Background: an optimization exercise with open tools, aiming at small area, a short achievable clock period and few clock cycles per item. Do not read the settings as production practice.
Function was checked by simulation only, so behaviour that the tests miss may differ from the original.
Power figures rest on the tool's default switching activity, not on a simulated workload.

$ cat flow/config.mk
export PLATFORM = sky130hd
export DESIGN_NAME = accelbrot_scan_gen
export DESIGN_NICKNAME = accelbrot_scan_gen
export VERILOG_FILES = /design/flow/design.v
export SDC_FILE = /design/flow/constraint.sdc
export NUM_CORES = 4
export LEC_CHECK = 0
export CAP_MARGIN = 20
export CORE_MARGIN = 2
export CORE_UTILIZATION = 40
export SLEW_MARGIN = 20
$ cat flow/constraint.sdc
create_clock -name core_clock -period 5.0 [get_ports {clk}]
set_input_delay 1.0000 -clock core_clock [delete_from_list [all_inputs] [get_ports {clk}]]
set_output_delay 1.0000 -clock core_clock [all_outputs]
set_load 0.01 [all_outputs]
$ cat flow/design.v
package accelbrot_pkg;
  typedef enum logic [1:0] {
    IDLE,
    ARM,
    BURST
  } state_e;
  function automatic int widx_bits(input int n);
    widx_bits = (n > 1) ? $clog2(n) : 1;
  endfunction
endpackage
module accelbrot_serial_addsub #(
  parameter int WWIDTH = 34
) (
  input  logic              clk,
  input  logic              rstn,
  input  logic              en_i,
  input  logic              first_i,
  input  logic              sub_i,
  input  logic [WWIDTH-1:0] x_i,
  input  logic [WWIDTH-1:0] y_i,
  output logic [WWIDTH-1:0] s_o
);
  logic              c_q;
  logic              cin;
  logic              co;
  logic [WWIDTH-1:0] y_op;
  assign y_op = sub_i ? ~y_i : y_i;
  assign cin  = first_i ? sub_i : c_q;
  assign {co, s_o} = {1'b0, x_i} + {1'b0, y_op}
                   + {{WWIDTH{1'b0}}, cin};
  always_ff @(posedge clk or negedge rstn) begin
    if (!rstn) c_q <= 1'b0;
    else if (en_i) c_q <= co;
  end
endmodule
module accelbrot_scan_gen #(
  parameter int NWORDS = 8,
  parameter int WWIDTH = 34,
  parameter int TWIDTH = 24,
  parameter int XWIDTH = 12,
  parameter int YWIDTH = 12
) (
  input  logic                     clk,
  input  logic                     rstn,
  input  logic [NWORDS*WWIDTH-1:0] cfg_a0,
  input  logic [NWORDS*WWIDTH-1:0] cfg_b0,
  input  logic [NWORDS*WWIDTH-1:0] cfg_step,
  input  logic [XWIDTH-1:0]        cfg_width,
  input  logic [YWIDTH-1:0]        cfg_height,
  input  logic                     ctl_start,
  output logic                     ctl_busy,
  output logic                     ctl_done,
  output logic [31:0]              sts_num_issued,
  output logic [WWIDTH-1:0]        enter_a,
  output logic [WWIDTH-1:0]        enter_b,
  output logic [TWIDTH-1:0]        enter_tag,
  output logic                     enter_start,
  output logic                     enter_valid,
  input  logic                     enter_bp
);
  localparam int NB = NWORDS * WWIDTH;
  localparam int WB = accelbrot_pkg::widx_bits(NWORDS);
  localparam logic [WB-1:0] WLAST = WB'(NWORDS - 1);
  localparam int CW = XWIDTH + YWIDTH;
  logic [NB-1:0]     a_cur_q, a_row0_q, b_cur_q, step_q;
  logic [WWIDTH:0]   pa_q, pb_q;
  logic              ca_q, cb_q;
  logic [XWIDTH-1:0] width_q, xrem_q;
  logic [YWIDTH-1:0] yrem_q;
  logic              eor_q, lrow_q, first_q;
  logic [WB-1:0]     ph_q;
  logic [CW-1:0]     issued_q;
  logic              busy_q, run_q, done_q, valid_q, vld_q, estart_q;
  logic              load, empty, go, wlast, wend, last_px, begin_b, ag, bg;
  logic              ca_n, cb_n;
  logic [WWIDTH-1:0] a_lo, b_lo, r_lo, a0w, a_sum, b_dif, a_ent, b_ent;
  assign load    = !run_q;
  assign empty   = (cfg_width == '0) || (cfg_height == '0);
  assign go      = ctl_start && !busy_q;
  assign wlast   = (ph_q == WLAST);
  assign wend    = valid_q && wlast;
  assign last_px = eor_q && lrow_q;
  assign begin_b = !enter_bp && busy_q && wlast && !(wend && last_px);
  assign a_lo = a_cur_q[WWIDTH-1:0];
  assign b_lo = b_cur_q[WWIDTH-1:0];
  assign r_lo = a_row0_q[WWIDTH-1:0];
  assign ag  = vld_q && !eor_q;
  assign bg  = vld_q && eor_q;
  assign a0w = first_q ? a_lo : r_lo;
  assign a_sum = pa_q[WWIDTH-1:0] + WWIDTH'(ca_q);
  assign b_dif = pb_q[WWIDTH-1:0] + WWIDTH'(cb_q);
  assign ca_n  = pa_q[WWIDTH] || (ca_q && (&pa_q[WWIDTH-1:0]));
  assign cb_n  = pb_q[WWIDTH] || (cb_q && (&pb_q[WWIDTH-1:0]));
  assign a_ent = ag ? a_sum : bg ? a0w : a_lo;
  assign b_ent = bg ? b_dif : b_lo;
  always_ff @(posedge clk) begin
    if (load) begin
      a_cur_q <= {cfg_a0[NB-WWIDTH-1:0], cfg_a0[NB-1:NB-WWIDTH]};
      b_cur_q <= {cfg_b0[NB-WWIDTH-1:0], cfg_b0[NB-1:NB-WWIDTH]};
      step_q  <= {cfg_step[NB-WWIDTH-1:0], cfg_step[NB-1:NB-WWIDTH]};
    end else begin
      a_cur_q <= {a_ent, a_cur_q[NB-1:WWIDTH]};
      b_cur_q <= {b_ent, b_cur_q[NB-1:WWIDTH]};
      step_q  <= {step_q[WWIDTH-1:0], step_q[NB-1:WWIDTH]};
    end
    a_row0_q <= {a0w, a_row0_q[NB-1:WWIDTH]};
    pa_q     <= {1'b0, a_cur_q[2*WWIDTH-1:WWIDTH]} + {1'b0, step_q[2*WWIDTH-1:WWIDTH]};
    pb_q     <= {1'b0, b_cur_q[2*WWIDTH-1:WWIDTH]} + {1'b0, ~step_q[2*WWIDTH-1:WWIDTH]};
    ca_q     <= ca_n && !wlast;
    cb_q     <= cb_n || wlast;
    if (load) begin
      width_q <= cfg_width;
      xrem_q  <= cfg_width;
      yrem_q  <= cfg_height;
      eor_q   <= (cfg_width == XWIDTH'(1));
      lrow_q  <= (cfg_height == YWIDTH'(1));
      first_q <= 1'b1;
    end else if (wend) begin
      first_q <= 1'b0;
      if (eor_q) begin
        xrem_q <= width_q;
        eor_q  <= (width_q == XWIDTH'(1));
        yrem_q <= yrem_q - YWIDTH'(1);
        lrow_q <= (yrem_q == YWIDTH'(2));
      end else begin
        xrem_q <= xrem_q - XWIDTH'(1);
        eor_q  <= (xrem_q == XWIDTH'(2));
      end
    end
  end
  always_ff @(posedge clk or negedge rstn) begin
    if (!rstn) begin
      ph_q     <= '0;
      issued_q <= '0;
      busy_q   <= 1'b0;
      run_q    <= 1'b0;
      done_q   <= 1'b0;
      valid_q  <= 1'b0;
      vld_q    <= 1'b0;
      estart_q <= 1'b0;
    end else begin
      ph_q     <= busy_q ? ph_q + WB'(1) : WLAST;
      done_q   <= (go && empty) || (wend && last_px);
      estart_q <= begin_b;
      if (begin_b) begin
        valid_q <= 1'b1;
        vld_q   <= 1'b1;
      end else if (wlast) begin
        valid_q <= 1'b0;
        vld_q   <= 1'b0;
      end
      if (go && !empty) begin
        busy_q   <= 1'b1;
        run_q    <= 1'b1;
        issued_q <= '0;
      end else if (wend) begin
        issued_q <= issued_q + CW'(1);
        if (last_px) begin
          busy_q <= 1'b0;
          run_q  <= 1'b0;
        end
      end
    end
  end
  assign ctl_busy       = busy_q;
  assign ctl_done       = done_q;
  assign sts_num_issued = 32'(issued_q);
  assign enter_a        = a_lo;
  assign enter_b        = b_lo;
  assign enter_tag      = issued_q[TWIDTH-1:0];
  assign enter_start    = estart_q;
  assign enter_valid    = valid_q;
endmodule
$ cat flow/flow/run.sh
#!/bin/bash
# Standard ORFS layout (the standard.sh), but with plain buffers on the
# ports instead of the delay cells buffer_ports picks by default.
set -euo pipefail
bash standard.sh "BUFFER_PORTS_ARGS=-buffer_cell sky130_fd_sc_hd__buf_2" finish > standard_make.log 2>&1
$ cat flow/standard.sh
#!/bin/bash
# synth_recipe.tcl (not shown) runs the flow's synth.tcl, then flattens the netlist and writes it again
# the make line also repeats each setting of config.mk as NAME=value (left out here)
make -C /OpenROAD-flow-scripts/flow DESIGN_CONFIG=/design/flow/config.mk WORK_HOME=/design/flow/orfs CLKGATE_MAP_FILE= SYNTH_SCRIPT=/design/flow/synth_recipe.tcl "${@:-finish}"
==> results of run 1 <==
-- synthesized netlist by cell type, drive strengths merged (6+ instances only) --
cell type / count
mux2: 820
o22ai: 6
dfrtp: 31
o21a: 6
ha: 79
o21ai: 105
nor2b: 6
a21o: 43
buf: 114
a211oi: 17
xnor2: 81
o211ai: 10
o21bai: 11
nand2: 151
inv: 63
nor2: 160
edfxtp: 38
nand4: 31
mux2i: 16
nor4: 13
clkbuf: 127
a31oi: 18
nand3: 64
a21oi: 109
or3: 11
nor3: 29
and3: 28
xor2: 75
dfxtp: 1161
nand2b: 13
a221oi: 7
-- how the worst max path moves through the flow --
stage               slack, ns  cells past startpoint           end       start
floorplan                2.60                     11      pb_q[22]  step_q[34]
global placement         2.17                      3  b_cur_q[238]       eor_q
detailed placement       2.14                      3  b_cur_q[238]       eor_q
CTS                      1.94                      1   enter_valid     valid_q
global route             1.85                     11      pb_q[22]  step_q[34]
finish                   2.03                      1   enter_valid     valid_q
-- where the power goes --
part	switching [mW]	internal [mW]
Clock	4.14	5.93
Sequential	2.89	15.4
Combinational	7.35	7.49
-- cell type report --
| cell class | count | area share |
|---|---|---|
| clock inverter | 55 | 0.0126 |
| inverter | 63 | 0.00442 |
| antenna | 26 | 0.00122 |
| sequential | 1230 | 0.470 |
| multi-input combinational | 1977 | 0.311 |
| tap | 1403 | 0.0328 |
| timing repair buffer | 983 | 0.0950 |
| clock buffer | 186 | 0.0729 |
-- flip-flops by register name, summed over array words and instances (netlist names) --
| signal | cells |
|---|---|
| eor_q | 1 |
| a_cur_q | 272 |
| cb_q | 1 |
| b_cur_q | 272 |
| ca_q | 1 |
| pb_q | 35 |
| pa_q | 35 |
| valid_q | 1 |
| done_q | 1 |
| xrem_q | 12 |
| ph_q | 3 |
| width_q | 12 |
| first_q | 1 |
| issued_q | 24 |
| run_q | 1 |
| step_q | 272 |
| lrow_q | 1 |
| a_row0_q | 272 |
| yrem_q | 12 |
| estart_q | 1 |
-- cell families (layout without fill, tap and decap cells) --
group	Yosys count	after routing
adder cells (fa/ha/maj)	81	81
AND/OR/NAND/NOR	530	530
multiplexers	836	836
AO/OA/AOI/OAI	366	366
XOR/XNOR	156	156
flip-flops	1230	1230
other	1	34
buffers and inverters	304	1287
-- per-layer routing --
layer / global-route usage / part of all wire
met1: 0.304 / 0.43
met2: 0.403 / 0.48
met3: 0.0622 / 0.062
met4: 0.0762 / 0.024
met5: 0 / 0.0014
==> flow_metrics.py, run 1 <==
metrics = {
    "run_status": {
        "status": "complete, no violations",
    },
    "sta": {
        "final-hold-violation-count": 0,
        "fin_crit_ns": 2.97,
        "rsz0062_at_grt": "no",
        "setup_violations": 0,
        "worstMarginPinSlew_ns": 1.07,
        "skew_ns": 0.0203,
        "tns_ns": 0,
        "fmax_ghz": 0.337,
        "whs_ns": 0.310,
        "finalCritPeriodShare": 0.594,
        "slew_viol_final": 0,
        "worst_slack_ns": 2.03,
        "max_slew_margin": 0.285,
    },
    "critical_path": {
        "r2r-end": "pb_q[34]",
        "critPathMaxFanout": 25,
        "timing.rr.start": "step_q[34]",
        "crit_type": "flop to output port",
        "cp_cell_sequence": "buf_2",
        "r2r_slack_ns": 2.12,
        "cp_slowest_cell": "dfrtp_2",
        "cp_top_family": "flip-flops",
        "critPathBufInv": 1,
        "cp-start-kind": "flop",
        "r2r_cells": 11,
        "worstSetupEndpointType": "output port",
        "crit_arrival_ns": 1.97,
        "cp_slowest_stage_delay_ns": 0.94,
        "required_ns": 4.00,
    },
    "logic_synthesis": {
        "synthesis.instances": 3504,
        "ys_warn_count": 1,
        "synth_compound_area_frac": 0.0528,
        "ys_async_sr_fraction": 0.0252,
        "synthTopCellsByArea": "dfxtp_1 54%, mux2_2 21%, edfxtp_1 2.6%",
        "synth_top_family_by_area": "multiplexers",
        "yosys.area_share.simple": 0.0579,
        "synth-xor-area-share": 0.0316,
        "yosys_most_used_dff": "dfxtp_1",
        "syn_avg_cell_area_um2": 12.3,
        "synth.top_cell.area_share": 0.537,
        "synthAdderAreaFrac": 0.0238,
        "seq_area_frac_synth": 0.582,
        "yosys.area.top_type": "dfxtp_1",
        "synth_edf_count": 38,
        "yosysUniqueCellTypes": 81,
        "synthMuxAreaShare": 0.217,
        "syn_area_um2": 43300,
        "synth-seq-cells": 1230,
    },
    "pwr": {
        "p_leak_nw": 23.6,
        "vdd_drop_max_uv": 434,
        "finalPower_mw": 43.2,
        "power_density_nw_per_um2": 807,
    },
    "grt": {
        "grt-ovfl-total": 0,
        "track_usage": 0.241,
        "antenna_found_initial": 63,
        "grt_pass1_vias": 28968,
        "grt_pass1_wl_um": 194000,
        "grt_max_degree": 173,
    },
    "cts": {
        "clk_latency_ns": 0.74,
        "clockBufferDepth": 3,
        "cts_tree": "yes",
        "clock-root-buffer": "clkbuf_16",
        "cts_setup_buffers": 0,
        "ctsResizeCount": 0,
        "clk_pin_slew_ns": 0.06,
        "cts_hold_buf": 0,
        "clock-sinks": 1230,
        "numCtsBuffers": 132,
        "cts-htree-levels": 4,
    },
    "floorplanning": {
        "die-height_um": 333,
        "core-area_um2": 107000,
        "num_rows": 120,
        "io_pins": 972,
        "die_w_um": 333,
        "start_util": 0.404,
        "die_area_um2": 111000,
    },
    "placement": {
        "hpwl_um": 108000,
        "placed_area_um2": 48900,
        "place_ws_ns": 2.14,
        "place_inst": 5656,
        "port_buffers": 963,
        "gp_congestion": 0.909,
    },
    "route": {
        "drc": 0,
        "ant_nets": 0,
        "first_iter_violations": 1533,
        "dr.pass1.iters": 5,
        "vias": 28556,
        "wire_per_inst_um": 23.2,
        "wl_um": 137000,
        "viasPerCell": 4.82,
    },
    "cells_and_area": {
        "multi_input_area_um2": 16600,
        "final_cell_mix": "1160 x dfxtp_1, 963 x buf_2, 820 x mux2_2",
        "drive_above_1_share": 0.458,
        "nets": 5312,
        "fin_area_um2": 53500,
        "final_common_cell": "dfxtp_1",
        "regArea_um2": 25200,
        "finish.utilization": 0.499,
        "fill_cells": 9765,
        "layoutNonFillerInstCount": 5923,
        "area_delta_synth_final_pct": 23.7,
    },
    "run": {
        "drv_cap": 0,
    },
    "min_path": {
        "hold_path_class": "input port to asynchronous set/reset pin",
    },
}
Testbench counts, summed over its fixed seeds: cycles 280,744, pixels 35,068.
==> run 2, diff against run 1 <==
--- a/flow/config.mk
+++ b/flow/config.mk
@@ -8,4 +8,5 @@
 export CAP_MARGIN = 20
 export CORE_MARGIN = 2
 export CORE_UTILIZATION = 40
+export SETUP_SLACK_MARGIN = 2.6
 export SLEW_MARGIN = 20
==> flow_metrics.py, run 2 <==
metrics = {
    "logic_synthesis": {
        "synthTopCellsByArea": "dfxtp_1 54%, mux2_2 21%, edfxtp_1 2.6%",
        "synthMuxAreaShare": 0.217,
        "yosys_most_used_dff": "dfxtp_1",
        "ys_async_sr_fraction": 0.0252,
        "yosys.area.top_type": "dfxtp_1",
        "syn_avg_cell_area_um2": 12.3,
        "synth_top_family_by_area": "multiplexers",
        "syn_area_um2": 43300,
        "synth_compound_area_frac": 0.0528,
        "post-synth-top-count-cell": "dfxtp_1",
        "synth_edf_count": 38,
        "synth-seq-cells": 1230,
        "ys_warn_count": 1,
        "synth.top_cell.area_share": 0.537,
        "seq_area_frac_synth": 0.582,
        "yosys.area_share.simple": 0.0579,
        "synth_common_cells": "1161 x dfxtp_1, 820 x mux2_2, 160 x nor2_1",
        "yosysUniqueCellTypes": 81,
        "synth-xor-area-share": 0.0316,
        "synthAdderAreaFrac": 0.0238,
        "synthesis.instances": 3504,
    },
    "sta": {
        "worst_slack_ns": 2.49,
        "rsz0062_at_grt": "yes",
        "worstMarginPinSlew_ns": 1.13,
        "final-hold-violation-count": 0,
        "whs_ns": 0.310,
        "max_slew_margin": 0.245,
        "skew_ns": 0.0238,
        "slew_viol_final": 0,
        "setup_violations": 0,
        "finalCritPeriodShare": 0.502,
        "fmax_ghz": 0.399,
        "tns_ns": 0,
        "fin_crit_ns": 2.51,
    },
    "cts": {
        "numCtsBuffers": 132,
        "cts-htree-levels": 4,
        "clock-root-buffer": "clkbuf_16",
        "cts_tree": "yes",
        "clockBufferDepth": 3,
        "clk_latency_ns": 0.74,
        "clk_pin_slew_ns": 0.07,
        "cts_hold_buf": 0,
        "clock-sinks": 1230,
    },
    "grt": {
        "grt_pass1_wl_um": 197000,
        "grt_pass1_vias": 29315,
        "antenna_found_initial": 63,
        "grt-ovfl-total": 0,
        "grt_max_degree": 173,
        "track_usage": 0.244,
    },
    "critical_path": {
        "r2r-end": "pa_q[32]",
        "r2r_slack_ns": 2.49,
        "crit_arrival_ns": 3.13,
        "critPathMaxFanout": 3,
        "crit_type": "flop to flop",
        "timing.rr.start": "step_q[34]",
        "r2r_cells": 12,
        "worstSetupEndpointType": "flop",
        "required_ns": 5.63,
        "cp-start-kind": "flop",
    },
    "cells_and_area": {
        "finish.utilization": 0.514,
        "area_delta_synth_final_pct": 27.2,
        "final_cell_mix": "1099 x dfxtp_1, 952 x buf_2, 820 x mux2_2",
        "drive_above_1_share": 0.507,
        "final_common_cell": "dfxtp_1",
        "nets": 5366,
        "fill_cells": 9621,
    },
    "floorplanning": {
        "die_w_um": 333,
        "io_pins": 972,
        "core-area_um2": 107000,
        "num_rows": 120,
        "die_area_um2": 111000,
        "start_util": 0.404,
        "die-height_um": 333,
    },
    "pwr": {
        "power_frac_clock": 0.224,
        "switchingPower_mw": 15.1,
        "seq_power_share": 0.408,
        "internal-power_mw": 29.8,
        "pwr-share-comb": 0.368,
        "swShare": 0.337,
        "finalPower_mw": 45.0,
        "vdd_drop_max_uv": 436,
        "power_density_nw_per_um2": 817,
        "p_leak_nw": 24.0,
    },
    "route": {
        "top_layer": "met5",
        "ant_nets": 0,
        "met3_length_um": 8250,
        "vias": 29071,
        "first_iter_violations": 1486,
        "wire_per_inst_um": 23.4,
        "met1_length_um": 60200,
        "met2WireLength_um": 67900,
        "dr.pass1.iters": 5,
        "wl_um": 140000,
        "drc": 0,
        "viasPerCell": 4.86,
    },
    "placement": {
        "port_buffers": 963,
        "place_ws_ns": 2.14,
        "gp_congestion": 0.909,
        "hpwl_um": 108000,
    },
    "min_path": {
        "hold_path_class": "input port to asynchronous set/reset pin",
    },
    "run_status": {
        "status": "complete, no violations",
    },
    "run": {
        "drv_cap": 0,
    },
}
[run 2: per-stage QoR]
stage          area, µm²  cells
4_1_cts            54300   5932
5_1_grt            55000   5964
3_3_place_gp       48900   5656
6_report           55000   5977
2_1_floorplan      43300   3511
3_5_place_dp       48900   5656
[run 2: kinds of logic (layout without fill, tap and decap cells)]
family                   count (synthesis)  after routing
buffers and inverters                  304           1341
other                                    1             34
AND/OR/NAND/NOR                        530            530
XOR/XNOR                               156            156
adder cells (fa/ha/maj)                 81             81
flip-flops                            1230           1230
multiplexers                           836            836
AO/OA/AOI/OAI                          366            366
[run 2: layout make-up]
cell class	instances	area, µm²	area share
sequential	1230	25300	0.460
tap	1403	1760	0.0319
clock buffer	186	3900	0.0709
antenna	26	65.1	0.00118
inverter	63	241	0.00439
timing repair buffer	1037	5590	0.102
clock inverter	55	674	0.0123
multi-input combinational	1977	17500	0.318
[run 2: worst max-delay path, stage by stage (launching register included)]
cell       delay (ns)
dfxtp_4          0.37
ha_2             0.19
inv_2            0.04
fa_2             0.38
nor2b_2          0.14
o31a_1           0.21
o31ai_4          0.08
a21oi_2          0.22
o2111ai_2        0.20
buf_4            0.19
a31oi_4          0.17
nor2_1           0.08
xnor2_1          0.12
[run 2: how the worst max path moves through the flow]
stage | endpoint | slack (ns) | cells past startpoint | from
floorplan | pb_q[22] | 2.60 | 11 | step_q[34]
global placement | b_cur_q[238] | 2.17 | 3 | eor_q
detailed placement | b_cur_q[238] | 2.14 | 3 | eor_q
CTS | pb_q[34] | 2.46 | 11 | step_q[34]
global route | pa_q[32] | 2.36 | 12 | step_q[34]
finish | pa_q[32] | 2.49 | 12 | step_q[34]
[run 2: power by group through the flow]
| stage | sequential [mW] | clock [mW] | combinational, mW |
|---|---|---|---|
| 2_1_floorplan | 16.7 | 0 | 11.5 |
| 3_3_place_gp | 18.4 | 0 | 14.8 |
| 3_5_place_dp | 18.5 | 0 | 14.8 |
| 4_1_cts | 18.3 | 10.3 | 15.8 |
| 5_1_grt | 18.8 | 10.7 | 18.0 |
| 6_report | 18.3 | 10.1 | 16.6 |
[run 2: repair_timing]
action | 4_1_cts | 5_1_grt
setup endpoints to repair | 209 | 68
setup buffers | 35 | 19
gates resized for setup | 141 | 133
pin swaps | 34 | 55
[run 2: routing by layer]
metal	vias up	track usage
met1	13954	0.309
met4	34	0.0706
met2	826	0.413
met5	-	0
met3	219	0.0588
li1	14038	-
==> run 3, diff against run 2 <==
==> flow/flow/run.sh (replaced) <==
#!/bin/bash
# Standard ORFS layout (the standard.sh) with plain buffers on the ports,
# smaller clock-tree buffers and no dummy clock loads.
set -euo pipefail
bash standard.sh "BUFFER_PORTS_ARGS=-buffer_cell sky130_fd_sc_hd__buf_1" \
  "CTS_ARGS=-sink_clustering_enable -repair_clock_nets -dont_use_dummy_load -buf_list {sky130_fd_sc_hd__clkbuf_4 sky130_fd_sc_hd__clkbuf_8 sky130_fd_sc_hd__clkbuf_16}" \
  finish > standard_make.log 2>&1
==> flow_metrics.py, run 3 <==
metrics = {
    "run_status": {
        "status": "complete, no violations",
    },
    "sta": {
        "fmax_ghz": 0.393,
        "finalCritPeriodShare": 0.509,
        "rsz0062_at_grt": "yes",
        "slew_viol_final": 0,
        "max_slew_margin": 0.430,
        "tns_ns": 0,
        "worstMarginPinSlew_ns": 0.855,
        "final-hold-violation-count": 0,
        "whs_ns": 0.281,
        "skew_ns": 0.0682,
        "fin_crit_ns": 2.54,
        "setup_violations": 0,
    },
    "placement": {
        "hpwl_um": 108000,
        "place_inst": 5659,
        "port_buffers": 963,
        "gp_congestion": 0.907,
    },
    "cts": {
        "clk_pin_slew_ns": 0.06,
        "cts-htree-levels": 4,
        "cts_hold_buf": 0,
        "clk_latency_ns": 0.74,
        "clockBufferDepth": 3,
        "clock-sinks": 1230,
        "numCtsBuffers": 133,
        "cts_tree": "yes",
        "clock-root-buffer": "clkbuf_16",
    },
    "grt": {
        "antenna_found_initial": 31,
        "grt-ovfl-total": 0,
        "track_usage": 0.243,
        "grt_pass1_wl_um": 195000,
        "grt_pass1_vias": 29120,
        "grt_max_degree": 144,
    },
    "logic_synthesis": {
        "ys_async_sr_fraction": 0.0252,
        "syn_area_um2": 43300,
        "synth-seq-cells": 1230,
        "yosys_most_used_dff": "dfxtp_1",
        "synthTopCellsByArea": "dfxtp_1 54%, mux2_2 21%, edfxtp_1 2.6%",
        "yosysUniqueCellTypes": 81,
        "synthesis.instances": 3504,
        "synth_common_cells": "1161 x dfxtp_1, 820 x mux2_2, 160 x nor2_1",
        "synth.top_cell.area_share": 0.537,
        "yosys.area.top_type": "dfxtp_1",
        "syn_avg_cell_area_um2": 12.3,
        "post-synth-top-count-cell": "dfxtp_1",
        "seq_area_frac_synth": 0.582,
        "synth_edf_count": 38,
        "ys_warn_count": 1,
    },
    "cells_and_area": {
        "nets": 5374,
        "area_delta_synth_final_pct": 21.6,
        "final_common_cell": "dfxtp_1",
        "fill_cells": 9899,
        "layoutNonFillerInstCount": 5866,
        "drive_above_1_share": 0.285,
        "final_cell_mix": "1106 x dfxtp_1, 951 x buf_1, 820 x mux2_2",
    },
    "critical_path": {
        "path_common_cell": "a21oi_4",
        "cp-start-kind": "flop",
        "crit_type": "flop to flop",
        "required_ns": 5.57,
        "worstSetupEndpointType": "flop",
        "critPathBufInv": 1,
        "timing.rr.start": "step_q[51]",
        "cp_cell_sequence": "inv_1 -> ha_2 -> a21o_1 -> a211o_1 -> o22ai_1 -> a21oi_4 -> a21oi_4 -> o21ai_2 -> nor4_1 -> a21oi_1",
        "critPathMaxFanout": 8,
        "cp_slowest_cell": "dfxtp_2",
        "cp_slowest_stage_delay_ns": 0.40,
        "crit_start": "step_q[51]",
        "cp_top_family": "compound AO/OA/AOI/OAI gates",
        "crit_arrival_ns": 3.11,
    },
    "floorplanning": {
        "num_rows": 120,
        "die_area_um2": 111000,
        "die-height_um": 333,
        "core-area_um2": 107000,
        "io_pins": 972,
        "die_w_um": 333,
        "start_util": 0.404,
    },
    "pwr": {
        "internal-power_mw": 28.5,
        "vdd_drop_max_uv": 413,
        "power_frac_clock": 0.190,
        "pwr-share-comb": 0.385,
        "switchingPower_mw": 14.7,
        "power_density_nw_per_um2": 820,
        "p_leak_nw": 20.8,
        "finalPower_mw": 43.1,
        "seq_power_share": 0.424,
        "swShare": 0.340,
    },
    "route": {
        "dr.pass1.iters": 6,
        "viasPerCell": 4.91,
        "ant_nets": 0,
        "vias": 28788,
        "wire_per_inst_um": 23.6,
        "first_iter_violations": 1502,
        "wl_um": 139000,
        "drc": 0,
    },
    "min_path": {
        "min_from": "a_row0_q[111]",
        "hold_path_class": "flop to flop",
    },
    "run": {
        "drv_cap": 0,
    },
}
[run 3: cell families after synthesis]
group                    Yosys count  share of synthesized area
buffers and inverters            304                     0.0351
AO/OA/AOI/OAI                    366                     0.0528
AND/OR/NAND/NOR                  530                     0.0579
multiplexers                     836                      0.217
other                              1                  0.0000867
flip-flops                      1230                      0.582
adder cells (fa/ha/maj)           81                     0.0238
XOR/XNOR                         156                     0.0316
[run 3: path summary, 6_finish.rpt]
kind	to	slack [ns]	depth (start not counted)
max	pb_q[34]	2.46	10
min	a_row0_q[77]	0.28	0
max reg2reg	pb_q[34]	2.46	10
min reg2reg	a_row0_q[77]	0.28	0
max in group asynchronous	run_q	4.36	2
min in group asynchronous	ph_q[2]	0.30	2
[run 3: metal layers]
metal,wire length [µm],track usage
met2,67100,0.413
met3,8620,0.0626
met1,59700,0.305
met4,3160,0.0659
met5,72,0
[run 3: through the flow]
stage	instance area, µm²	util	setup WS, ns
after floorplan	43300	-	2.60
after detailed placement	47600	0.444	2.13
after global placement	47600	0.444	2.16
after global routing	52600	0.490	2.36
after CTS	51900	0.484	2.39
final	52600	0.491	2.46
[run 3: timing repair]
action,4_1_cts,5_1_grt
cloned,2,0
resized for setup,175,104
setup buffers,33,23
pin swaps,57,63
setup endpoints to repair,165,75
[run 3: area by class of cell]
type,instances,area (µm²),share of cell area
Antenna cell,16,40.0,0.000761
Clock buffer,133,3330,0.0633
Inverter,63,243,0.00462
Multi-Input combinational cell,1977,17500,0.333
Sequential cell,1230,25300,0.481
Tap cell,1403,1760,0.0334
Timing Repair Buffer,1044,4450,0.0846
[run 3: worst reg2reg max path: cells and delay by family, from the launching register on]
| family | cells | cell delay [ns] |
|---|---|---|
| DFF | 1 | 0.40 |
| and+or+nand+nor | 1 | 0.23 |
| buffers and inverters | 1 | 0.13 |
| AOI/OAI and AO/OA | 7 | 1.26 |
| adders and majority gates | 1 | 0.35 |
[run 3: power groups by stage]
stage / registers [mW] / logic, mW / clock network, mW
2_1_floorplan: 16.7 / 11.5 / 0
3_3_place_gp: 18.3 / 14.8 / 0
3_5_place_dp: 18.4 / 14.8 / 0
4_1_cts: 18.3 / 16.0 / 8.43
5_1_grt: 18.8 / 18.1 / 8.76
6_report: 18.3 / 16.6 / 8.21
==> run 4, diff against run 3 <==
--- a/flow/config.mk
+++ b/flow/config.mk
@@ -7,6 +7,6 @@
 export LEC_CHECK = 0
 export CAP_MARGIN = 20
 export CORE_MARGIN = 2
-export CORE_UTILIZATION = 40
+export CORE_UTILIZATION = 60
 export SETUP_SLACK_MARGIN = 2.6
 export SLEW_MARGIN = 20
==> flow_metrics.py, run 4 <==
metrics = {
    "pwr": {
        "switchingPower_mw": 14.1,
        "power_density_nw_per_um2": 815,
        "pwr-share-comb": 0.389,
        "p_leak_nw": 20.4,
        "vdd_drop_max_uv": 440,
        "seq_power_share": 0.433,
        "finalPower_mw": 41.9,
        "internal-power_mw": 27.8,
        "power_frac_clock": 0.178,
        "swShare": 0.336,
    },
    "cells_and_area": {
        "drive_above_1_share": 0.274,
        "layoutNonFillerInstCount": 5388,
        "nets": 5346,
        "finish.utilization": 0.718,
        "area_delta_synth_final_pct": 18.7,
        "final_cell_mix": "1114 x dfxtp_1, 952 x buf_1, 820 x mux2_2",
        "final_common_cell": "dfxtp_1",
    },
    "sta": {
        "fin_crit_ns": 2.53,
        "tns_ns": 0,
        "max_slew_margin": 0.320,
        "rsz0062_at_grt": "yes",
        "finalCritPeriodShare": 0.505,
        "setup_violations": 0,
        "slew_viol_final": 0,
        "fmax_ghz": 0.396,
        "skew_ns": 0.0886,
        "worstMarginPinSlew_ns": 1.02,
        "whs_ns": 0.292,
        "final-hold-violation-count": 0,
    },
    "critical_path": {
        "critPathMaxFanout": 3,
        "required_ns": 5.60,
        "crit_arrival_ns": 3.12,
        "crit_type": "flop to flop",
        "cp-start-kind": "flop",
        "worstSetupEndpointType": "flop",
    },
    "cts": {
        "cts_tree": "yes",
        "cts-htree-levels": 3,
        "clockBufferDepth": 3,
        "clock-root-buffer": "clkbuf_16",
        "clk_pin_slew_ns": 0.06,
        "numCtsBuffers": 117,
        "clk_latency_ns": 0.69,
        "clock-sinks": 1230,
        "cts_hold_buf": 0,
    },
    "logic_synthesis": {
        "yosysUniqueCellTypes": 81,
        "synth_top_family_by_area": "multiplexers",
        "ys_warn_count": 1,
        "yosys.area.top_type": "dfxtp_1",
        "post-synth-top-count-cell": "dfxtp_1",
        "synth_common_cells": "1161 x dfxtp_1, 820 x mux2_2, 160 x nor2_1",
        "synthesis.instances": 3504,
        "synth_compound_area_frac": 0.0528,
        "synth_edf_count": 38,
        "synthMuxAreaShare": 0.217,
        "synthAdderAreaFrac": 0.0238,
        "syn_avg_cell_area_um2": 12.3,
        "seq_area_frac_synth": 0.582,
        "syn_area_um2": 43300,
        "ys_async_sr_fraction": 0.0252,
        "synth-xor-area-share": 0.0316,
        "synth-seq-cells": 1230,
        "yosys_most_used_dff": "dfxtp_1",
        "synthTopCellsByArea": "dfxtp_1 54%, mux2_2 21%, edfxtp_1 2.6%",
        "synth.top_cell.area_share": 0.537,
        "yosys.area_share.simple": 0.0579,
    },
    "grt": {
        "grt-ovfl-total": 0,
        "grt_max_degree": 161,
        "grt_pass1_vias": 28277,
        "antenna_found_initial": 39,
        "track_usage": 0.330,
        "grt_pass1_wl_um": 181000,
    },
    "floorplanning": {
        "start_util": 0.605,
        "io_pins": 972,
        "die-height_um": 273,
        "die_area_um2": 74300,
        "core-area_um2": 71500,
        "die_w_um": 273,
        "num_rows": 98,
    },
    "route": {
        "ant_nets": 0,
        "dr.pass1.iters": 5,
        "viasPerCell": 5.38,
        "wl_um": 128000,
        "drc": 0,
        "vias": 29007,
        "first_iter_violations": 1964,
        "wire_per_inst_um": 23.8,
    },
    "placement": {
        "place_inst": 5202,
        "gp_congestion": 0.914,
        "port_buffers": 963,
        "hpwl_um": 98600,
    },
    "min_path": {
        "hold_path_class": "flop to flop",
    },
    "run": {
        "drv_cap": 0,
    },
    "run_status": {
        "status": "complete, no violations",
    },
}
==> run 4: cell counts after synthesis <==
Identical to the previous run, type by type.
==> run 4: cell families (layout without fill, tap and decap cells) <==
group	count (synthesis)	after routing
muxes	836	836
DFF	1230	1230
xor gates and xnor gates	156	156
adders and majority gates	81	81
buffers and inverters	304	1212
other	1	27
AOI/OAI and AO/OA	366	366
and+or+nand+nor	530	530
==> run 4: metal layers <==
metal  track usage  vias up  share of wire
met2         0.551      994           0.49
met3        0.0962      206          0.074
met1         0.415    13911           0.41
met5             0        -         0.0013
li1              -    13866              -
met4        0.0977       30          0.026
==> run 4: power groups by stage <==
stage                     Combinational [mW]  Sequential [mW]  Clock (mW)
after detailed placement                14.3             18.2           0
after floorplan                         11.5             16.7           0
final                                   16.3             18.1        7.43
after CTS                               15.3             18.0        7.51
after global placement                  14.2             18.0           0
after global routing                    17.5             18.5        7.89
==> run 4: path summary, 6_finish.rpt <==
check,startpoint,end,slack (ns),cells after the start
worst max-delay path,step_q[34],pb_q[30],2.47,12
worst min-delay path,a_row0_q[201],a_row0_q[167],0.29,0
worst max register to register,step_q[34],pb_q[30],2.47,12
min in group asynchronous,rstn,issued_q[12],0.44,1
max in group asynchronous,rstn,run_q,3.93,1
worst min register to register,a_row0_q[201],a_row0_q[167],0.29,0
==> run 4: area by class of cell <==
class                      count  area [µm²]
clock buffer                 117        2930
sequential                  1230       25300
fill                        5362       20100
multi-input combinational   1977       17400
antenna                       19        47.5
tap                          950        1190
timing repair buffer        1032        4270
inverter                      63         246
==> run 4: timing repair <==
item / in CTS / in global routing
pin swaps: 32 / 56
gates resized for setup: 112 / 119
buffers inserted: 30 / 20
endpoints found under the hold margin: 0 / 0
gates cloned: 0 / 0
setup endpoints to repair: 164 / 64
==> run 4: metrics by stage <==
stage	setup slack, ns	area, µm²
after floorplan	2.60	43300
after global placement	2.13	47000
after detailed placement	2.02	47000
after CTS	2.45	50600
after global routing	2.39	51300
final	2.47	51300
==> run 4: worst max-delay path: stages (launching register included) <==
cell and delay (ns):
dfxtp_4 0.39, inv_4 0.06, ha_4 0.16, fa_2 0.39
a211oi_4 0.26, o211ai_1 0.20, a31oi_2 0.21, a21oi_2 0.11
a21oi_2 0.21, buf_4 0.15, o21bai_1 0.07, a21oi_2 0.15
xnor2_1 0.12
==> run 5, diff against run 4 <==
--- a/flow/design.v
+++ b/flow/design.v
@@ -61,20 +61,25 @@
   localparam int NB = NWORDS * WWIDTH;
   localparam int WB = accelbrot_pkg::widx_bits(NWORDS);
   localparam logic [WB-1:0] WLAST = WB'(NWORDS - 1);
+  localparam logic [WB-1:0] WLOAD = WB'(NWORDS - 2);
+  localparam int RB = 2 * WWIDTH;             
+  localparam int HL = WWIDTH / 2;             
+  localparam int HH = WWIDTH - HL;            
   localparam int CW = XWIDTH + YWIDTH;
   logic [NB-1:0]     a_cur_q, a_row0_q, b_cur_q, step_q;
   logic [WWIDTH:0]   pa_q, pb_q;
+  logic [HL:0]       la_q, lb_q;
   logic              ca_q, cb_q;
   logic [XWIDTH-1:0] width_q, xrem_q;
   logic [YWIDTH-1:0] yrem_q;
   logic              eor_q, lrow_q, first_q;
   logic [WB-1:0]     ph_q;
   logic [CW-1:0]     issued_q;
-  logic              busy_q, run_q, done_q, valid_q, vld_q, estart_q;
+  logic              busy_q, run_q, idle_q, done_q, valid_q, vld_q, estart_q;
   logic              load, empty, go, wlast, wend, last_px, begin_b, ag, bg;
   logic              ca_n, cb_n;
   logic [WWIDTH-1:0] a_lo, b_lo, r_lo, a0w, a_sum, b_dif, a_ent, b_ent;
-  assign load    = !run_q;
+  assign load    = idle_q;
   assign empty   = (cfg_width == '0) || (cfg_height == '0);
   assign go      = ctl_start && !busy_q;
   assign wlast   = (ph_q == WLAST);
@@ -94,18 +99,23 @@
   assign a_ent = ag ? a_sum : bg ? a0w : a_lo;
   assign b_ent = bg ? b_dif : b_lo;
   always_ff @(posedge clk) begin
-    if (load) begin
-      a_cur_q <= {cfg_a0[NB-WWIDTH-1:0], cfg_a0[NB-1:NB-WWIDTH]};
-      b_cur_q <= {cfg_b0[NB-WWIDTH-1:0], cfg_b0[NB-1:NB-WWIDTH]};
-      step_q  <= {cfg_step[NB-WWIDTH-1:0], cfg_step[NB-1:NB-WWIDTH]};
-    end else begin
-      a_cur_q <= {a_ent, a_cur_q[NB-1:WWIDTH]};
-      b_cur_q <= {b_ent, b_cur_q[NB-1:WWIDTH]};
-      step_q  <= {step_q[WWIDTH-1:0], step_q[NB-1:WWIDTH]};
-    end
+    a_cur_q <= {cfg_a0[NB-RB-1:0], cfg_a0[NB-1:NB-RB]} & {NB{idle_q}}
+             | {a_ent, a_cur_q[NB-1:WWIDTH]} & {NB{run_q}};
+    b_cur_q <= {cfg_b0[NB-RB-1:0], cfg_b0[NB-1:NB-RB]} & {NB{idle_q}}
+             | {b_ent, b_cur_q[NB-1:WWIDTH]} & {NB{run_q}};
+    step_q  <= {cfg_step[NB-RB-1:0], cfg_step[NB-1:NB-RB]} & {NB{idle_q}}
+             | {step_q[WWIDTH-1:0], step_q[NB-1:WWIDTH]} & {NB{run_q}};
     a_row0_q <= {a0w, a_row0_q[NB-1:WWIDTH]};
-    pa_q     <= {1'b0, a_cur_q[2*WWIDTH-1:WWIDTH]} + {1'b0, step_q[2*WWIDTH-1:WWIDTH]};
-    pb_q     <= {1'b0, b_cur_q[2*WWIDTH-1:WWIDTH]} + {1'b0, ~step_q[2*WWIDTH-1:WWIDTH]};
+    la_q     <= {1'b0, a_cur_q[2*WWIDTH+HL-1:2*WWIDTH]}
+              + {1'b0, step_q[2*WWIDTH+HL-1:2*WWIDTH]};
+    lb_q     <= {1'b0, b_cur_q[2*WWIDTH+HL-1:2*WWIDTH]}
+              + {1'b0, ~step_q[2*WWIDTH+HL-1:2*WWIDTH]};
+    pa_q     <= {{1'b0, a_cur_q[2*WWIDTH-1:WWIDTH+HL]}
+                 + {1'b0, step_q[2*WWIDTH-1:WWIDTH+HL]} + (HH+1)'(la_q[HL]),
+                 la_q[HL-1:0]};
+    pb_q     <= {{1'b0, b_cur_q[2*WWIDTH-1:WWIDTH+HL]}
+                 + {1'b0, ~step_q[2*WWIDTH-1:WWIDTH+HL]} + (HH+1)'(lb_q[HL]),
+                 lb_q[HL-1:0]};
     ca_q     <= ca_n && !wlast;
     cb_q     <= cb_n || wlast;
     if (load) begin
@@ -134,12 +144,13 @@
       issued_q <= '0;
       busy_q   <= 1'b0;
       run_q    <= 1'b0;
+      idle_q   <= 1'b1;
       done_q   <= 1'b0;
       valid_q  <= 1'b0;
       vld_q    <= 1'b0;
       estart_q <= 1'b0;
     end else begin
-      ph_q     <= busy_q ? ph_q + WB'(1) : WLAST;
+      ph_q     <= busy_q ? ph_q + WB'(1) : WLOAD;
       done_q   <= (go && empty) || (wend && last_px);
       estart_q <= begin_b;
       if (begin_b) begin
@@ -152,12 +163,14 @@
       if (go && !empty) begin
         busy_q   <= 1'b1;
         run_q    <= 1'b1;
+        idle_q   <= 1'b0;
         issued_q <= '0;
       end else if (wend) begin
         issued_q <= issued_q + CW'(1);
         if (last_px) begin
           busy_q <= 1'b0;
           run_q  <= 1'b0;
+          idle_q <= 1'b1;
         end
       end
     end
--- a/flow/config.mk
+++ b/flow/config.mk
@@ -8,5 +8,5 @@
 export CAP_MARGIN = 20
 export CORE_MARGIN = 2
 export CORE_UTILIZATION = 60
-export SETUP_SLACK_MARGIN = 2.6
+export SETUP_SLACK_MARGIN = 2.7
 export SLEW_MARGIN = 20
==> flow_metrics.py, run 5 <==
metrics = {
    "floorplanning": {
        "die_w_um": 268,
        "num_rows": 96,
        "start_util": 0.608,
        "die-height_um": 268,
    },
    "run_status": {
        "haltStage": "3_2_place_iop",
        "status": "stopped before the end",
        "firstError": "[ERROR PPL-0024] Number of IO pins (972) exceeds maximum number of available positions (964). Increase the die perimeter from 1071.10um to 1321.92um.",
    },
    "logic_synthesis": {
        "synth_edf_count": 38,
        "yosys_most_used_dff": "dfxtp_1",
        "yosys.area.top_type": "dfxtp_1",
        "synthAdderAreaFrac": 0.0260,
        "syn_area_um2": 41700,
        "synth_common_cells": "1197 x dfxtp_1, 715 x a22o_1, 196 x clkbuf_1",
        "seq_area_frac_synth": 0.621,
        "synth_top_family_by_area": "compound AO/OA/AOI/OAI gates",
        "synth-seq-cells": 1267,
        "synthTopCellsByArea": "dfxtp_1 57%, a22o_1 15%, edfxtp_1 2.7%",
        "post-synth-top-count-cell": "dfxtp_1",
        "ys_async_sr_fraction": 0.0253,
        "syn_avg_cell_area_um2": 11.9,
        "synthesis.instances": 3500,
        "synth-xor-area-share": 0.0302,
        "synth.top_cell.area_share": 0.574,
        "yosysUniqueCellTypes": 83,
        "ys_warn_count": 1,
        "synth_compound_area_frac": 0.209,
        "yosys.area_share.simple": 0.0554,
        "synthMuxAreaShare": 0.0147,
    },
}
-- run 5: cell count changes after synthesis, moves of 25 or more --
cell and delta:
mux2_2 -784, a22o_1 +715, clkbuf_1 +69, nor2_1 -52, o21ai_0 +51, a21oi_1 -46, dfxtp_1 +36, a22oi_1 +35
nand3_1 -25
-- run 5: cell families after synthesis --
kind of cell | count (synthesis)
AOI/OAI and AO/OA | 1095
xor gates and xnor gates | 144
adders and majority gates | 83
buffers and inverters | 387
DFF | 1267
muxes | 57
other | 1
and+or+nand+nor | 466
Testbench counts of run 5, summed over its fixed seeds: cycles 280,840, pixels 35,068.
==> run 6, diff against run 5 <==
--- a/flow/config.mk
+++ b/flow/config.mk
@@ -7,6 +7,6 @@
 export LEC_CHECK = 0
 export CAP_MARGIN = 20
 export CORE_MARGIN = 2
-export CORE_UTILIZATION = 60
+export CORE_UTILIZATION = 55
 export SETUP_SLACK_MARGIN = 2.7
 export SLEW_MARGIN = 20
==> flow_metrics.py, run 6 <==
metrics = {
    "floorplanning": {
        "core-area_um2": 75600,
        "start_util": 0.552,
        "io_pins": 972,
        "die-height_um": 280,
        "num_rows": 101,
        "die_w_um": 280,
        "die_area_um2": 78100,
    },
    "run": {
        "drv_cap": 0,
    },
    "cts": {
        "clock-root-buffer": "clkbuf_16",
        "cts_tree": "yes",
        "clk_pin_slew_ns": 0.06,
        "cts_hold_buf": 0,
        "cts-htree-levels": 4,
        "numCtsBuffers": 130,
        "clockBufferDepth": 3,
        "clock-sinks": 1267,
        "clk_latency_ns": 0.72,
    },
    "critical_path": {
        "cp-start-kind": "flop",
        "critPathMaxFanout": 3,
        "worstSetupEndpointType": "flop",
        "crit_type": "flop to flop",
        "crit_arrival_ns": 2.91,
        "r2r_slack_ns": 2.63,
        "required_ns": 5.54,
    },
    "logic_synthesis": {
        "ys_warn_count": 1,
        "synth.top_cell.area_share": 0.574,
        "synthAdderAreaFrac": 0.0260,
        "synth_top_family_by_area": "compound AO/OA/AOI/OAI gates",
        "yosys.area.top_type": "dfxtp_1",
        "ys_async_sr_fraction": 0.0253,
        "synth-seq-cells": 1267,
        "synthesis.instances": 3500,
        "synth_common_cells": "1197 x dfxtp_1, 715 x a22o_1, 196 x clkbuf_1",
        "yosys_most_used_dff": "dfxtp_1",
        "synth_compound_area_frac": 0.209,
        "yosysUniqueCellTypes": 83,
        "synthTopCellsByArea": "dfxtp_1 57%, a22o_1 15%, edfxtp_1 2.7%",
        "syn_avg_cell_area_um2": 11.9,
        "syn_area_um2": 41700,
        "seq_area_frac_synth": 0.621,
        "synth-xor-area-share": 0.0302,
        "yosys.area_share.simple": 0.0554,
        "synthMuxAreaShare": 0.0147,
        "post-synth-top-count-cell": "dfxtp_1",
        "synth_edf_count": 38,
    },
    "route": {
        "top_layer": "met5",
        "drc": 0,
        "met1_length_um": 58700,
        "viasPerCell": 5.69,
        "first_iter_violations": 2636,
        "dr.pass1.iters": 8,
        "vias": 30565,
        "met2WireLength_um": 67800,
        "met3_length_um": 12000,
        "wire_per_inst_um": 26.7,
        "ant_nets": 0,
        "wl_um": 143000,
    },
    "grt": {
        "grt_max_degree": 209,
        "grt_pass1_vias": 28972,
        "antenna_found_initial": 43,
        "grt-ovfl-total": 0,
        "track_usage": 0.350,
        "grt_pass1_wl_um": 196000,
    },
    "cells_and_area": {
        "final_cell_mix": "1150 x dfxtp_1, 896 x buf_1, 715 x a22o_1",
        "drive_above_1_share": 0.103,
        "final_common_cell": "dfxtp_1",
        "area_delta_synth_final_pct": 18.8,
        "nets": 5287,
    },
    "sta": {
        "tns_ns": 0,
        "skew_ns": 0.0672,
        "slew_viol_final": 0,
        "fin_crit_ns": 2.37,
        "max_slew_margin": 0.289,
        "fmax_ghz": 0.421,
        "worstMarginPinSlew_ns": 1.07,
        "final-hold-violation-count": 0,
        "rsz0062_at_grt": "yes",
        "whs_ns": 0.285,
        "finalCritPeriodShare": 0.475,
        "setup_violations": 0,
    },
    "placement": {
        "port_buffers": 963,
        "hpwl_um": 108000,
        "gp_congestion": 0.942,
    },
    "min_path": {
        "hold_path_class": "flop to flop",
    },
    "pwr": {
        "power_density_nw_per_um2": 798,
        "vdd_drop_max_uv": 485,
        "p_leak_nw": 20.9,
        "finalPower_mw": 39.6,
    },
    "run_status": {
        "status": "complete, no violations",
    },
}
-- run 6: cell counts after synthesis --
Identical to the previous run, type by type.
-- run 6: final cells by class --
cell class / instances / area (µm²)
Sequential cell: 1267 / 26000
Timing Repair Buffer: 1036 / 4470
Multi-Input combinational cell: 1853 / 14300
Fill cell: 6274 / 26000
Clock buffer: 130 / 3250
Antenna cell: 31 / 77.6
Inverter: 72 / 277
Tap cell: 978 / 1220
-- run 6: kinds of logic after synthesis --
logic type	count (synthesis)
mux	57
buf+inv	387
other cells	1
flops	1267
simple gates	466
xor+xnor	144
fa+ha+maj	83
compound gates	1095
-- run 6: what timing repair did --
| item | 4_1_cts | 5_1_grt |
|---|---|---|
| buffers inserted | 33 | 14 |
| pin swaps | 21 | 23 |
| cloned | 0 | 1 |
| resized for setup | 151 | 80 |
| endpoints found under the setup margin | 702 | 225 |
-- run 6: final timing paths --
| path | start | endpoint | depth (start not counted) |
|---|---|---|---|
| min in group asynchronous | rstn | issued_q[9] | 2 |
| worst max-delay path | b_cur_q[68] | lb_q[14] | 8 |
| max in group asynchronous | rstn | run_q | 2 |
| worst max register to register | b_cur_q[68] | lb_q[14] | 8 |
| worst min-delay path | a_row0_q[144] | a_row0_q[110] | 0 |
| worst min register to register | a_row0_q[144] | a_row0_q[110] | 0 |
-- run 6: report_power, final --
| group | internal [mW] | total, mW | leakage (nW) | switching (mW) |
|---|---|---|---|---|
| logic | 6.03 | 13.2 | 8.48 | 7.20 |
| clock network | 4.55 | 8.13 | 1.60 | 3.58 |
| registers | 15.5 | 18.2 | 10.8 | 2.75 |
-- run 6: routing by layer --
metal,track usage,up-vias
li1,-,14340
met1,0.445,14761
met2,0.572,1169
met3,0.0955,263
met4,0.128,32
met5,0,-
-- run 6: critical path, cell delays in order (launching register included) --
cell and delay [ns]:
dfxtp_4 0.36, ha_4 0.16, fa_2 0.37, a211o_1 0.31, a211oi_2 0.26, o21bai_2 0.12
a2111oi_4 0.34, or4_1 0.17, o221ai_1 0.10
-- run 6: metrics by stage --
step | setup slack, ns | instances | instance area (µm²) | utilization
floorplan | 2.71 | 3507 | 41800 | -
global placement | 2.10 | 5158 | 45300 | 0.600
detailed placement | 2.27 | 5158 | 45300 | 0.600
CTS | 2.53 | 5321 | 49200 | 0.651
global route | 2.57 | 5355 | 49600 | 0.656
finish | 2.63 | 5367 | 49600 | 0.656
==> run 7, diff against run 6 <==
==> flow/flow/run.sh (replaced) <==
#!/bin/bash
# Standard ORFS layout (the standard.sh) with plain buffers on the ports,
# small clock-tree leaf buffers and no dummy clock loads.
set -euo pipefail
bash standard.sh "BUFFER_PORTS_ARGS=-buffer_cell sky130_fd_sc_hd__buf_1" \
  "CTS_ARGS=-sink_clustering_enable -repair_clock_nets -dont_use_dummy_load -root_buf sky130_fd_sc_hd__clkbuf_16 -sink_clustering_buffer sky130_fd_sc_hd__clkbuf_4 -buf_list {sky130_fd_sc_hd__clkbuf_4 sky130_fd_sc_hd__clkbuf_8 sky130_fd_sc_hd__clkbuf_16}" \
  finish > standard_make.log 2>&1
--- a/flow/config.mk
+++ b/flow/config.mk
@@ -7,6 +7,6 @@
 export LEC_CHECK = 0
 export CAP_MARGIN = 20
 export CORE_MARGIN = 2
-export CORE_UTILIZATION = 55
+export CORE_UTILIZATION = 60
 export SETUP_SLACK_MARGIN = 2.7
 export SLEW_MARGIN = 20
==> flow_metrics.py, run 7 <==
metrics = {
    "run_status": {
        "status": "stopped before the end",
        "haltStage": "3_2_place_iop",
        "firstError": "[ERROR PPL-0024] Number of IO pins (972) exceeds maximum number of available positions (964). Increase the die perimeter from 1071.10um to 1321.92um.",
    },
    "logic_synthesis": {
        "yosys.area.top_type": "dfxtp_1",
        "synth.top_cell.area_share": 0.574,
        "yosys_most_used_dff": "dfxtp_1",
        "synth-xor-area-share": 0.0302,
        "synthesis.instances": 3500,
        "synthTopCellsByArea": "dfxtp_1 57%, a22o_1 15%, edfxtp_1 2.7%",
        "synth_edf_count": 38,
        "synth-seq-cells": 1267,
        "syn_area_um2": 41700,
        "synth_common_cells": "1197 x dfxtp_1, 715 x a22o_1, 196 x clkbuf_1",
        "yosys.area_share.simple": 0.0554,
        "ys_async_sr_fraction": 0.0253,
        "yosysUniqueCellTypes": 83,
        "synthMuxAreaShare": 0.0147,
        "synthAdderAreaFrac": 0.0260,
        "synth_compound_area_frac": 0.209,
        "syn_avg_cell_area_um2": 11.9,
        "post-synth-top-count-cell": "dfxtp_1",
        "seq_area_frac_synth": 0.621,
        "ys_warn_count": 1,
        "synth_top_family_by_area": "compound AO/OA/AOI/OAI gates",
    },
    "floorplanning": {
        "num_rows": 96,
        "start_util": 0.608,
        "die-height_um": 268,
        "die_w_um": 268,
    },
}
-- run 7: cell counts after synthesis --
No cell type changed its count.
-- run 7: cells by family after synthesis --
group	count (synthesis)
other cells	1
mux	57
fa+ha+maj	83
simple gates	466
flops	1267
compound gates	1095
buf+inv	387
xor+xnor	144
==> run 8, diff against run 7 <==
--- a/flow/config.mk
+++ b/flow/config.mk
@@ -7,6 +7,6 @@
 export LEC_CHECK = 0
 export CAP_MARGIN = 20
 export CORE_MARGIN = 2
-export CORE_UTILIZATION = 60
+export CORE_UTILIZATION = 55
 export SETUP_SLACK_MARGIN = 2.7
 export SLEW_MARGIN = 20
==> flow_metrics.py, run 8 <==
metrics = {
    "cells_and_area": {
        "area_delta_synth_final_pct": 21.5,
        "drive_above_1_share": 0.172,
        "fill_cells": 6224,
        "finish.utilization": 0.671,
        "nets": 5534,
        "final_cell_mix": "1110 x dfxtp_1, 842 x buf_1, 715 x a22o_1",
        "final_common_cell": "dfxtp_1",
    },
    "critical_path": {
        "crit_start": "valid_q",
        "worstSetupEndpointType": "output port",
        "crit_arrival_ns": 1.46,
        "critPathCapture": "enter_valid",
        "crit_type": "flop to output port",
        "r2r-end": "lb_q[14]",
        "cp-start-kind": "flop",
        "timing.rr.start": "step_q[68]",
        "critPathMaxFanout": 2,
        "required_ns": 4.00,
        "r2r_cells": 9,
        "r2r_slack_ns": 2.66,
    },
    "route": {
        "wl_um": 145000,
        "first_iter_violations": 2641,
        "viasPerCell": 5.68,
        "wire_per_inst_um": 25.9,
        "dr.pass1.iters": 7,
        "ant_nets": 0,
        "drc": 0,
        "vias": 31939,
    },
    "floorplanning": {
        "core-area_um2": 75600,
        "die-height_um": 280,
        "num_rows": 101,
        "io_pins": 972,
        "start_util": 0.552,
        "die_w_um": 280,
        "die_area_um2": 78100,
    },
    "logic_synthesis": {
        "synthTopCellsByArea": "dfxtp_1 57%, a22o_1 15%, edfxtp_1 2.7%",
        "synthesis.instances": 3500,
        "ys_async_sr_fraction": 0.0253,
        "syn_area_um2": 41700,
        "yosys_most_used_dff": "dfxtp_1",
        "yosys.area.top_type": "dfxtp_1",
        "synth.top_cell.area_share": 0.574,
        "post-synth-top-count-cell": "dfxtp_1",
        "synth_common_cells": "1197 x dfxtp_1, 715 x a22o_1, 196 x clkbuf_1",
        "synth_edf_count": 38,
        "seq_area_frac_synth": 0.621,
        "syn_avg_cell_area_um2": 11.9,
        "synth-seq-cells": 1267,
        "yosysUniqueCellTypes": 83,
        "ys_warn_count": 1,
    },
    "placement": {
        "hpwl_um": 108000,
        "gp_congestion": 0.942,
        "port_buffers": 963,
    },
    "cts": {
        "cts_hold_buf": 0,
        "clockBufferDepth": 4,
        "clock-root-buffer": "clkbuf_16",
        "cts_tree": "yes",
        "clk_latency_ns": 0.81,
        "clock-sinks": 1267,
        "numCtsBuffers": 332,
        "clk_pin_slew_ns": 0.06,
        "cts-htree-levels": 5,
    },
    "sta": {
        "rsz0062_at_grt": "yes",
        "finalCritPeriodShare": 0.491,
        "setup_violations": 0,
        "fin_crit_ns": 2.46,
        "max_slew_margin": 0.319,
        "skew_ns": 0.0676,
        "fmax_ghz": 0.407,
        "slew_viol_final": 0,
        "tns_ns": 0,
        "final-hold-violation-count": 0,
        "worstMarginPinSlew_ns": 1.02,
    },
    "pwr": {
        "swShare": 0.344,
        "power_frac_clock": 0.202,
        "switchingPower_mw": 13.8,
        "p_leak_nw": 21.8,
        "finalPower_mw": 40.2,
        "vdd_drop_max_uv": 465,
        "seq_power_share": 0.453,
        "internal-power_mw": 26.4,
        "power_density_nw_per_um2": 792,
        "pwr-share-comb": 0.345,
    },
    "grt": {
        "grt-ovfl-total": 0,
        "antenna_found_initial": 47,
        "grt_max_degree": 209,
        "track_usage": 0.356,
        "grt_pass1_vias": 30978,
        "grt_pass1_wl_um": 201000,
    },
    "min_path": {
        "hold_path_class": "flop to flop",
    },
    "run": {
        "drv_cap": 0,
    },
    "run_status": {
        "status": "complete, no violations",
    },
}
## run 8: metrics by stage
stage	worst slack (ns)	instance area, µm²	instances	hold slack, ns
after floorplan	2.71	41800	3507	0.310
after global placement	2.10	45300	5158	0.310
after detailed placement	2.27	45300	5158	0.312
after CTS	2.51	50100	5566	0.276
after global routing	2.50	50700	5609	0.288
final	2.54	50700	5620	0.287
## run 8: layout make-up
cell class / instances / area (µm²) / area share
sequential: 1267 / 26100 / 0.514
multi-input combinational: 1853 / 14300 / 0.282
timing repair buffer: 1081 / 5410 / 0.107
clock buffer: 332 / 3350 / 0.0660
tap: 978 / 1220 / 0.0241
inverter: 72 / 277 / 0.00545
antenna: 37 / 92.6 / 0.00182
## run 8: what timing repair did
action                                  4_1_cts  5_1_grt
setup buffers                                76       17
endpoints found under the setup margin      661      227
hold endpoints to repair                      0        0
resized for setup                           338      152
pin swaps                                    19       28
## run 8: logic make-up (layout without fill, tap and decap cells)
logic type / count (synthesis) / after routing / synth area share
flip-flops: 1267 / 1267 / 0.621
AO/OA/AOI/OAI: 1095 / 1095 / 0.209
AND/OR/NAND/NOR: 466 / 466 / 0.0554
buffers and inverters: 387 / 1485 / 0.0443
XOR/XNOR: 144 / 144 / 0.0302
adder cells (fa/ha/maj): 83 / 83 / 0.0260
multiplexers: 57 / 57 / 0.0147
other: 1 / 45 / 0.0000898
## run 8: power by group through the flow
stage | Sequential (mW) | Combinational [mW] | Clock (mW)
floorplan | 16.8 | 9.39 | 0
global placement | 18.3 | 12.0 | 0
detailed placement | 18.4 | 12.1 | 0
CTS | 18.2 | 13.3 | 8.24
global route | 18.6 | 15.0 | 8.77
finish | 18.2 | 13.9 | 8.11
## run 8: critical path, stage by stage (launching register included)
cell and delay [ns]:
dfrtp_1 0.41, buf_12 0.15, buf_6 0.12
## run 8: routing by layer
layer | vias to the layer above | GRT usage | wire length [µm]
met5 | - | 0 | 150
met4 | 24 | 0.150 | 5020
met3 | 274 | 0.118 | 13300
met2 | 1384 | 0.574 | 68800
met1 | 15370 | 0.440 | 58100
li1 | 14887 | - | -
## run 8: worst min path at each step
stage / startpoint / end / slack [ns] / depth (start not counted)
2_1_floorplan: a_row0_q[34] / a_row0_q[0] / 0.31 / 0
3_3_place_gp: a_row0_q[231] / a_row0_q[197] / 0.31 / 0
3_5_place_dp: a_row0_q[50] / a_row0_q[16] / 0.31 / 0
4_1_cts: rstn / issued_q[11] / 0.28 / 2
5_1_grt: a_row0_q[68] / a_row0_q[34] / 0.29 / 0
6_report: a_row0_q[134] / a_row0_q[100] / 0.29 / 0
==> run 9, diff against run 8 <==
==> flow/flow/run.sh (replaced) <==
#!/bin/bash
# Standard ORFS layout (the standard.sh) with plain buffers on the ports,
# larger clock-tree leaf clusters driven by smaller buffers, and no dummy
# clock loads.
set -euo pipefail
bash standard.sh "BUFFER_PORTS_ARGS=-buffer_cell sky130_fd_sc_hd__buf_1" \
  "CTS_ARGS=-sink_clustering_enable -repair_clock_nets -dont_use_dummy_load -root_buf sky130_fd_sc_hd__clkbuf_16 -sink_clustering_buffer sky130_fd_sc_hd__clkbuf_8 -sink_clustering_size 14 -sink_clustering_max_diameter 50 -buf_list {sky130_fd_sc_hd__clkbuf_8 sky130_fd_sc_hd__clkbuf_16}" \
  finish > standard_make.log 2>&1
==> flow_metrics.py, run 9 <==
metrics = {
    "logic_synthesis": {
        "yosysUniqueCellTypes": 83,
        "ys_warn_count": 1,
        "post-synth-top-count-cell": "dfxtp_1",
        "syn_area_um2": 41700,
        "yosys_most_used_dff": "dfxtp_1",
        "synthesis.instances": 3500,
        "syn_avg_cell_area_um2": 11.9,
        "seq_area_frac_synth": 0.621,
        "yosys.area.top_type": "dfxtp_1",
        "ys_async_sr_fraction": 0.0253,
        "synth-seq-cells": 1267,
        "synth_common_cells": "1197 x dfxtp_1, 715 x a22o_1, 196 x clkbuf_1",
        "synth.top_cell.area_share": 0.574,
        "synthTopCellsByArea": "dfxtp_1 57%, a22o_1 15%, edfxtp_1 2.7%",
        "synth_edf_count": 38,
    },
    "floorplanning": {
        "die_w_um": 280,
        "start_util": 0.552,
        "io_pins": 972,
        "die-height_um": 280,
        "core-area_um2": 75600,
        "num_rows": 101,
        "die_area_um2": 78100,
    },
    "run": {
        "drv_cap": 0,
    },
    "route": {
        "dr.pass1.iters": 6,
        "wl_um": 142000,
        "viasPerCell": 5.69,
        "wire_per_inst_um": 26.6,
        "drc": 0,
        "vias": 30422,
        "first_iter_violations": 2635,
        "ant_nets": 0,
    },
    "cells_and_area": {
        "layoutNonFillerInstCount": 5346,
        "final_cell_mix": "1162 x dfxtp_1, 922 x buf_1, 715 x a22o_1",
        "fin_area_um2": 47900,
        "nets": 5268,
        "finish.utilization": 0.633,
        "final_common_cell": "dfxtp_1",
        "drive_above_1_share": 0.0885,
        "area_delta_synth_final_pct": 14.7,
    },
    "sta": {
        "tns_ns": 0,
        "slew_viol_final": 0,
        "fmax_ghz": 0.420,
        "final-hold-violation-count": 0,
        "worstMarginPinSlew_ns": 1.03,
        "max_slew_margin": 0.314,
        "finalCritPeriodShare": 0.476,
        "setup_violations": 0,
        "skew_ns": 0.0767,
        "rsz0062_at_grt": "yes",
        "fin_crit_ns": 2.38,
    },
    "cts": {
        "numCtsBuffers": 116,
        "clk_pin_slew_ns": 0.09,
        "clockBufferDepth": 3,
        "clock-root-buffer": "clkbuf_16",
        "clk_latency_ns": 0.64,
        "cts_tree": "yes",
        "clock-sinks": 1267,
        "cts-htree-levels": 3,
    },
    "pwr": {
        "power_density_nw_per_um2": 767,
        "p_leak_nw": 20.1,
        "vdd_drop_max_uv": 428,
    },
    "placement": {
        "placed_area_um2": 45300,
        "gp_congestion": 0.942,
        "place_inst": 5158,
        "port_buffers": 963,
        "hpwl_um": 108000,
    },
    "critical_path": {
        "critPathMaxFanout": 202,
        "crit_type": "flop to flop",
        "crit_arrival_ns": 2.89,
        "worstSetupEndpointType": "flop",
        "cp-start-kind": "flop",
        "required_ns": 5.51,
    },
    "grt": {
        "antenna_found_initial": 44,
        "grt_max_degree": 209,
        "track_usage": 0.346,
        "grt_pass1_vias": 28446,
        "grt_pass1_wl_um": 195000,
        "grt-ovfl-total": 0,
    },
    "run_status": {
        "status": "complete, no violations",
    },
    "min_path": {
        "hold_path_class": "flop to flop",
    },
}
## run 9: cell counts after synthesis
Identical to the previous run, type by type.
## run 9: final timing paths
path,cells past startpoint,end,from,slack (ns)
min reg2reg,0,a_row0_q[149],a_row0_q[183],0.29
max,2,step_q[201],idle_q,2.62
min in group asynchronous,2,issued_q[11],rstn,0.45
max reg2reg,2,step_q[201],idle_q,2.62
max in group asynchronous,2,run_q,rstn,4.06
min,0,a_row0_q[149],a_row0_q[183],0.29
## run 9: metal layers
metal  vias to the layer above  share of wire  global-route usage
met5                         -         0.0012                   0
met4                        28          0.030               0.106
met3                       249          0.089              0.0990
met2                      1177           0.47               0.570
met1                     14704           0.41               0.441
li1                      14264              -                   -
## run 9: timing repair
item                       4_1_cts  5_1_grt
hold buffers                     0        0
buffers inserted                21       21
gates resized for setup        106       59
cloned                           0        1
setup endpoints to repair      673      112
pin swaps                       18       21
## run 9: power breakdown
part / leakage [nW] / internal [mW] / switching (mW)
clock network: 0.880 / 2.24 / 3.22
logic: 8.35 / 5.96 / 7.14
registers: 10.8 / 15.4 / 2.77
## run 9: through the flow
stage | total power, mW | setup slack, ns | hold slack [ns]
finish | 36.7 | 2.62 | 0.292
global route | 38.7 | 2.55 | 0.288
CTS | 36.3 | 2.57 | 0.295
detailed placement | 30.5 | 2.27 | 0.312
global placement | 30.3 | 2.10 | 0.310
floorplan | 26.2 | 2.71 | 0.310
## run 9: final cells by class
cell class	count	area (µm²)
Antenna cell	29	72.6
Clock buffer	116	1700
Fill cell	6420	27700
Inverter	72	274
Multi-Input combinational cell	1853	14300
Sequential cell	1267	26000
Tap cell	978	1220
Timing Repair Buffer	1031	4350
## run 9: cells by family (layout without fill, tap and decap cells)
family | Yosys count | after routing | share of synthesized area
buffers and inverters | 387 | 1219 | 0.0443
and+or+nand+nor | 466 | 466 | 0.0554
adders and majority gates | 83 | 83 | 0.0260
xor gates and xnor gates | 144 | 144 | 0.0302
other | 1 | 37 | 0.0000898
AOI/OAI and AO/OA | 1095 | 1095 | 0.209
muxes | 57 | 57 | 0.0147
DFF | 1267 | 1267 | 0.621
## run 9: worst max-delay path, stage by stage (launching register included)
cell     delay (ns)
dfstp_4        1.09
buf_16         0.52
a22o_1         0.38

[afterwards: timing with drivers on the ports]
No port has a modelled driver above. Below, the same layouts with a new extraction and two added sets of constraints.
Step 1, drivers: a clkbuf_16 drives clk and a buf_2 each remaining input, both assumed.
Step 2 times the ports against the registers' clock, not the clock port: input delays grow and output delays shrink by t, the midpoint of the rising clock arrivals with the driver on.
Slacks: ideal / step 1 / step 2; pairs: ideal / step 1.
run	t (ns)	setup WS [ns]	worst slew at a driven data input, ns
run 1	0.811	2.029 / 1.950 / 2.121	0.30
run 2	0.810	2.492 / 2.492 / 2.266	0.28
run 3	0.782	2.457 / 2.430 / 2.255	0.29
run 4	0.716	2.474 / 2.474 / 2.222	0.18
run 6	0.756	2.627 / 2.567 / 2.274	0.23
run 8	0.856	2.545 / 2.468 / 2.283	0.25
run 9	0.676	2.621 / 2.619 / 2.291	0.25
After both steps every run listed still meets setup and hold. The setup slack of run 6, which loses most, moves by -0.060 ns with the drivers and by -0.353 ns with both steps.
